What follows belongs to an exercise in optimizing a design on an open flow for small area and a short achievable clock period; a production flow would make more cautious choices. At most, simulation tests tie the RTL to the original design; equivalence was not proved. The clock input has no modelled driver; a real chip could not lean on it and would need a root buffer or a full tree. Power figures rest on the tool's default switching activity, not on a simulated workload.

==> run a: inputs <==
// bbox
module bbox (
    input  logic                              clk,
    input  logic                              i_rst,
    input  logic [3*24-1:0] i_vert_x,    
    input  logic [3*24-1:0] i_vert_y,
    input  logic                              i_valid,
    input  logic [24-1:0]           i_screen_w,
    input  logic [24-1:0]           i_screen_h,
    input  logic [3:0]                        i_msaa,        
    input  logic                              i_halt,
    output logic [3*24-1:0] o_vert_x,
    output logic [3*24-1:0] o_vert_y,
    output logic [24-1:0]           o_ll_x,
    output logic [24-1:0]           o_ll_y,
    output logic [24-1:0]           o_ur_x,
    output logic [24-1:0]           o_ur_y,
    output logic                              o_valid
);
==> module bbox_pipe, before the edit <==
module bbox_pipe #(
    parameter int WIDTH = 1,
    parameter bit RESET = 1'b0
) (
    input  logic             clk,
    input  logic             i_rst,
    input  logic             i_halt,          
    input  logic [WIDTH-1:0] i_data,
    output logic [WIDTH-1:0] o_data
);
    if (RESET) begin : g_rst
        always_ff @(posedge clk) begin
            if (i_rst || !i_halt) o_data <= i_data & {WIDTH{!i_rst}};
        end
    end else begin : g_norst
        always_ff @(posedge clk) begin
            if (!i_halt) o_data <= i_data;
        end
    end
endmodule
==> module bbox_lt, before the edit <==
module bbox_lt (
    input  logic [24-1:0] i_a,
    input  logic [24-1:0] i_b,
    output logic                    o_lt       
);
    localparam int SF = 24;
    localparam int LV = 5;                  
    localparam int NP = 1 << LV;
    logic [NP-1:0] lt [LV+1];
    logic [NP-1:0] gt [LV+1];
    always_comb begin
        for (int l = 0; l <= LV; l++) begin
            lt[l] = '0;
            gt[l] = '0;
        end
        for (int i = 0; i < SF; i++) begin
            if (i == SF - 1) begin
                lt[0][i] = i_a[i] & ~i_b[i];
                gt[0][i] = ~i_a[i] & i_b[i];
            end else begin
                lt[0][i] = ~i_a[i] & i_b[i];
                gt[0][i] = i_a[i] & ~i_b[i];
            end
        end
        for (int l = 1; l <= LV; l++) begin
            for (int i = 0; i < (NP >> l); i++) begin
                lt[l][i] = lt[l-1][2*i+1] | (~gt[l-1][2*i+1] & lt[l-1][2*i]);
                gt[l][i] = gt[l-1][2*i+1] | (~lt[l-1][2*i+1] & gt[l-1][2*i]);
            end
        end
    end
    assign o_lt = lt[LV][0];
endmodule
Settings: LEC_CHECK=0, CAP_MARGIN=20, CORE_MARGIN=2, CORE_UTILIZATION=70, SETUP_SLACK_MARGIN=5, SLEW_MARGIN=20; clock period 8.0 ns.
standard.sh (not shown) runs the stock make flow with config.mk's settings and CLKGATE_MAP_FILE= SYNTH_SCRIPT=/design/flow/synth_recipe.tcl, a recipe that flattens the netlist after the stock synthesis.
==> flow/flow/run.sh <==
#!/bin/bash
# Standard ORFS layout with these changes to how it is built:
#  - single-strength port buffers instead of the default delay-buffer cell
#  - each vertex input pin placed beside the output pin it is delayed to
#  - clock tree with larger sink clusters and no dummy balancing loads,
#    then its upper levels replaced by four root buffers that the clock
#    port drives (flow/clock_roots.tcl), so every register's clock passes
#    two buffers instead of three
#  - timing repair aimed past the 5 ns margin cap
set -euo pipefail
export FLOW_FLOW_DIR="$PWD/flow"
export BUFFER_PORTS_ARGS="-buffer_cell sky130_fd_sc_hd__buf_1"
export CTS_ARGS="-sink_clustering_enable -repair_clock_nets -dont_use_dummy_load -sink_clustering_size 25 -sink_clustering_max_diameter 80"
export POST_CTS_TCL="$PWD/flow/post_cts.tcl"
groups=""
for a in x y; do
  for b in $(seq 0 71); do
    groups+=" -group_pins {i_vert_${a}[${b}] o_vert_${a}[${b}]}"
  done
done
export PLACE_PINS_ARGS="$groups"
bash standard.sh SETUP_SLACK_MARGIN=5.42 finish > flow_orfs.log 2>&1
==> flow/flow/clock_roots.tcl <==
set nroot 4
set block [ord::get_db_block]
set clknet [$block findNet clk]
set master [[ord::get_db] findMaster sky130_fd_sc_hd__clkbuf_16]

proc out_net {inst} {
  foreach it [$inst getITerms] { if {[$it isOutputSignal]} { return [$it getNet] } }
  return "NULL"
}

# Leaf buffers drive register clock pins; every other clock buffer is above them
set leaves {}
set uppers {}
foreach inst [$block getInsts] {
  if {![string match "clkbuf_*" [$inst getName]]} { continue }
  if {[string match "clkbuf_leaf_*" [$inst getName]]} {
    lappend leaves $inst
  } else {
    lappend uppers $inst
  }
}
puts "clock_roots: [llength $leaves] leaves, [llength $uppers] upper buffers"

# Split the leaves into nroot groups: halves by x, then each half by y
proc split_by {insts axis} {
  set s [lsort -real -index 1 [lmap i $insts { list $i [lindex [$i getLocation] $axis] }]]
  set h [expr {[llength $s] / 2}]
  return [list [lmap p [lrange $s 0 [expr {$h-1}]] {lindex $p 0}] [lmap p [lrange $s $h end] {lindex $p 0}]]
}
set groups {}
foreach half [split_by $leaves 0] {
  if {$nroot == 2} { lappend groups $half; continue }
  foreach q [split_by $half 1] { lappend groups $q }
}

# Remove the upper levels
foreach inst $uppers {
  set n [out_net $inst]
  odb::dbInst_destroy $inst
  if {$n != "NULL" && $n != $clknet} { odb::dbNet_destroy $n }
}

# One root per group, placed at the centre of its leaves
set k 0
foreach g $groups {
  set x 0; set y 0
  foreach l $g { set x [expr {$x + [lindex [$l getLocation] 0]}]; set y [expr {$y + [lindex [$l getLocation] 1]}] }
  set x [expr {int($x / [llength $g])}]
  set y [expr {int($y / [llength $g])}]
  set root [odb::dbInst_create $block $master "clkroot_${k}"]
  set net [odb::dbNet_create $block "clknet_root_${k}"]
  $net setSigType CLOCK
  [$root findITerm A] connect $clknet
  [$root findITerm X] connect $net
  foreach l $g {
    set a [$l findITerm A]
    $a disconnect
    $a connect $net
  }
  $root setLocation $x $y
  $root setPlacementStatus PLACED
  incr k
}
puts "clock_roots: $k root buffers"
==> flow/flow/post_cts.tcl <==
# POST_CTS hook: flatten the clock tree's upper levels (clock_roots.tcl),
# then legalize and repair timing again for the new clock arrival times.
source $::env(FLOW_FLOW_DIR)/clock_roots.tcl
detailed_placement
estimate_parasitics -placement
repair_timing_helper
detailed_placement
check_placement -verbose
==> inputs of run b, as changes to run a <==
--- a/flow/design.v
+++ b/flow/design.v
@@ -116,7 +116,8 @@
 );
     if (RESET) begin : g_rst
         always_ff @(posedge clk) begin
-            if (i_rst || !i_halt) o_data <= i_data & {WIDTH{!i_rst}};
+            if (i_rst)        o_data <= '0;
+            else if (!i_halt) o_data <= i_data;
         end
     end else begin : g_norst
         always_ff @(posedge clk) begin
==> flow/flow/run.sh (replaced) <==
#!/bin/bash
# Standard ORFS layout with three changes to how it is built:
#  - single-strength port buffers instead of the default delay-buffer cell
#  - timing repair aimed past the 5 ns margin cap
#  - clock tree with larger sink clusters and no dummy balancing loads
set -euo pipefail
export BUFFER_PORTS_ARGS="-buffer_cell sky130_fd_sc_hd__buf_1"
export CTS_ARGS="-sink_clustering_enable -repair_clock_nets -dont_use_dummy_load -sink_clustering_size 20 -sink_clustering_max_diameter 60"
bash standard.sh SETUP_SLACK_MARGIN=5.3 finish > flow_orfs.log 2>&1
removed: flow/flow/clock_roots.tcl
removed: flow/flow/post_cts.tcl
==> inputs of run c, as changes to run a <==
--- a/flow/design.v
+++ b/flow/design.v
@@ -44,25 +44,21 @@
     localparam int LV = 5;                  
     localparam int NP = 1 << LV;
     logic [NP-1:0] lt [LV+1];
-    logic [NP-1:0] gt [LV+1];
+    logic [NP-1:0] eq [LV+1];
     always_comb begin
         for (int l = 0; l <= LV; l++) begin
             lt[l] = '0;
-            gt[l] = '0;
+            eq[l] = '1;
         end
         for (int i = 0; i < SF; i++) begin
-            if (i == SF - 1) begin
-                lt[0][i] = i_a[i] & ~i_b[i];
-                gt[0][i] = ~i_a[i] & i_b[i];
-            end else begin
-                lt[0][i] = ~i_a[i] & i_b[i];
-                gt[0][i] = i_a[i] & ~i_b[i];
-            end
+            if (i == SF - 1) lt[0][i] = i_a[i] & ~i_b[i];
+            else             lt[0][i] = ~i_a[i] & i_b[i];
+            eq[0][i] = ~(i_a[i] ^ i_b[i]);
         end
         for (int l = 1; l <= LV; l++) begin
             for (int i = 0; i < (NP >> l); i++) begin
-                lt[l][i] = lt[l-1][2*i+1] | (~gt[l-1][2*i+1] & lt[l-1][2*i]);
-                gt[l][i] = gt[l-1][2*i+1] | (~lt[l-1][2*i+1] & gt[l-1][2*i]);
+                lt[l][i] = lt[l-1][2*i+1] | (eq[l-1][2*i+1] & lt[l-1][2*i]);
+                eq[l][i] = eq[l-1][2*i+1] & eq[l-1][2*i];
             end
         end
     end
@@ -116,7 +112,8 @@
 );
     if (RESET) begin : g_rst
         always_ff @(posedge clk) begin
-            if (i_rst || !i_halt) o_data <= i_data & {WIDTH{!i_rst}};
+            if (i_rst)        o_data <= '0;
+            else if (!i_halt) o_data <= i_data;
         end
     end else begin : g_norst
         always_ff @(posedge clk) begin
--- a/flow/flow/run.sh
+++ b/flow/flow/run.sh
@@ -19,4 +19,4 @@
   done
 done
 export PLACE_PINS_ARGS="$groups"
-bash standard.sh SETUP_SLACK_MARGIN=5.42 finish > flow_orfs.log 2>&1
+bash standard.sh SETUP_SLACK_MARGIN=5.3 finish > flow_orfs.log 2>&1
==> inputs of run d, as changes to run a <==
--- a/flow/flow/run.sh
+++ b/flow/flow/run.sh
@@ -19,4 +19,4 @@
   done
 done
 export PLACE_PINS_ARGS="$groups"
-bash standard.sh SETUP_SLACK_MARGIN=5.42 finish > flow_orfs.log 2>&1
+bash standard.sh SETUP_SLACK_MARGIN=5.35 finish > flow_orfs.log 2>&1
CAP_MARGIN = 0   (was 20)
SLEW_MARGIN = 0   (was 20)
==> qor summary <==
| item | run d | run c | run b | run a |
|---|---|---|---|---|
| Status | finished clean | finished clean | finished clean | finished clean |
| Number of synthesized flops with an enable pin | 633 | 630 | 630 | 633 |
| Std-Cell Rows | 69 | 70 | 69 | 69 |
| R2r startpoint | u_s1.o_data[5]$_DFFE_PN_ | u_s2.o_data[4]$_DFFE_PN_ | u_s1.o_data[1]$_DFFE_PN_ | u_s1.o_data[69]$_DFFE_PN_ |
| Area of the core | 35,400 um^2 | 36,300 um^2 | 35,300 um^2 | 35,400 um^2 |
| Area of the die | 37,300 um^2 | 38,200 um^2 | 37,100 um^2 | 37,300 um^2 |
| Die Wd | 193 um | 195 um | 193 um | 193 um |
| Netlist Area Pre-Place | 25,100 um^2 | 25,600 um^2 | 24,900 um^2 | 25,100 um^2 |
| Simple-gate share of the synthesized area | 6.95% | 5.95% | 6.20% | 6.95% |
| Clock latency on the worst-skew pair | 0.37 ns | 0.37 ns | 0.59 ns | 0.38 ns |
| Starting DRT DRC Count | 3,666 | 2,423 | 3,636 | 3,838 |
| Sequential cell power | 4.25 mW | 4.15 mW | 4.23 mW | 4.25 mW |
| Comb pwr | 0.718 mW | 0.686 mW | 0.723 mW | 0.722 mW |
| Clk_skew | 0.0572 ns | 0.0643 ns | 0.0689 ns | 0.0563 ns |
| Number of instances in the synthesized netlist | 1,635 | 1,547 | 1,630 | 1,635 |
| Post-Layout Inst Area | 28,500 um^2 | 29,000 um^2 | 28,600 um^2 | 28,500 um^2 |
| Number of distinct library cell variants in the gate-level netlist after synthesis | 70 | 57 | 64 | 70 |
| Global routing usage summed across all routing layers | 41.9% | 35.1% | 40.9% | 41.7% |
| WL met1 | 28,200 um | 26,000 um | 26,000 um | 27,900 um |
| Placed Instance Area | 27,200 um^2 | 27,800 um^2 | 27,000 um^2 | 27,200 um^2 |
Only the layout flow was run in run c; the RTL was not checked for function there.

[separate check: timing with driven ports]
How much do the figures lean on ideal ports? The routed layouts below were timed once more, with nothing changed but the port constraints. Step 1, drivers: a clkbuf_16 drives clk and a buf_2 each remaining input, both assumed. Step 2, shift: input delay + t, output delay - t, t = (earliest + latest rising clock arrival at the registers) / 2. This alone moves slack from input paths to output paths. a / b / c = ideal ports / drivers / drivers and shift; a / b = the first two.
run | t (ns) | slack for setup (ns) | latest minus earliest clock arrival (ns)
run a | 0.469 | 5.316 / 5.200 / 5.067 | 0.057 / 0.057
run b | 0.608 | 5.180 / 5.125 / 4.938 | 0.080 / 0.080
run c | 0.461 | 5.347 / 5.264 / 4.942 | 0.065 / 0.065
run d | 0.470 | 5.339 / 5.224 / 4.933 | 0.069 / 0.068
After both steps every run listed still meets setup and hold. The setup slack of run d, which loses most, moves by -0.115 ns with the drivers and by -0.406 ns with both steps.
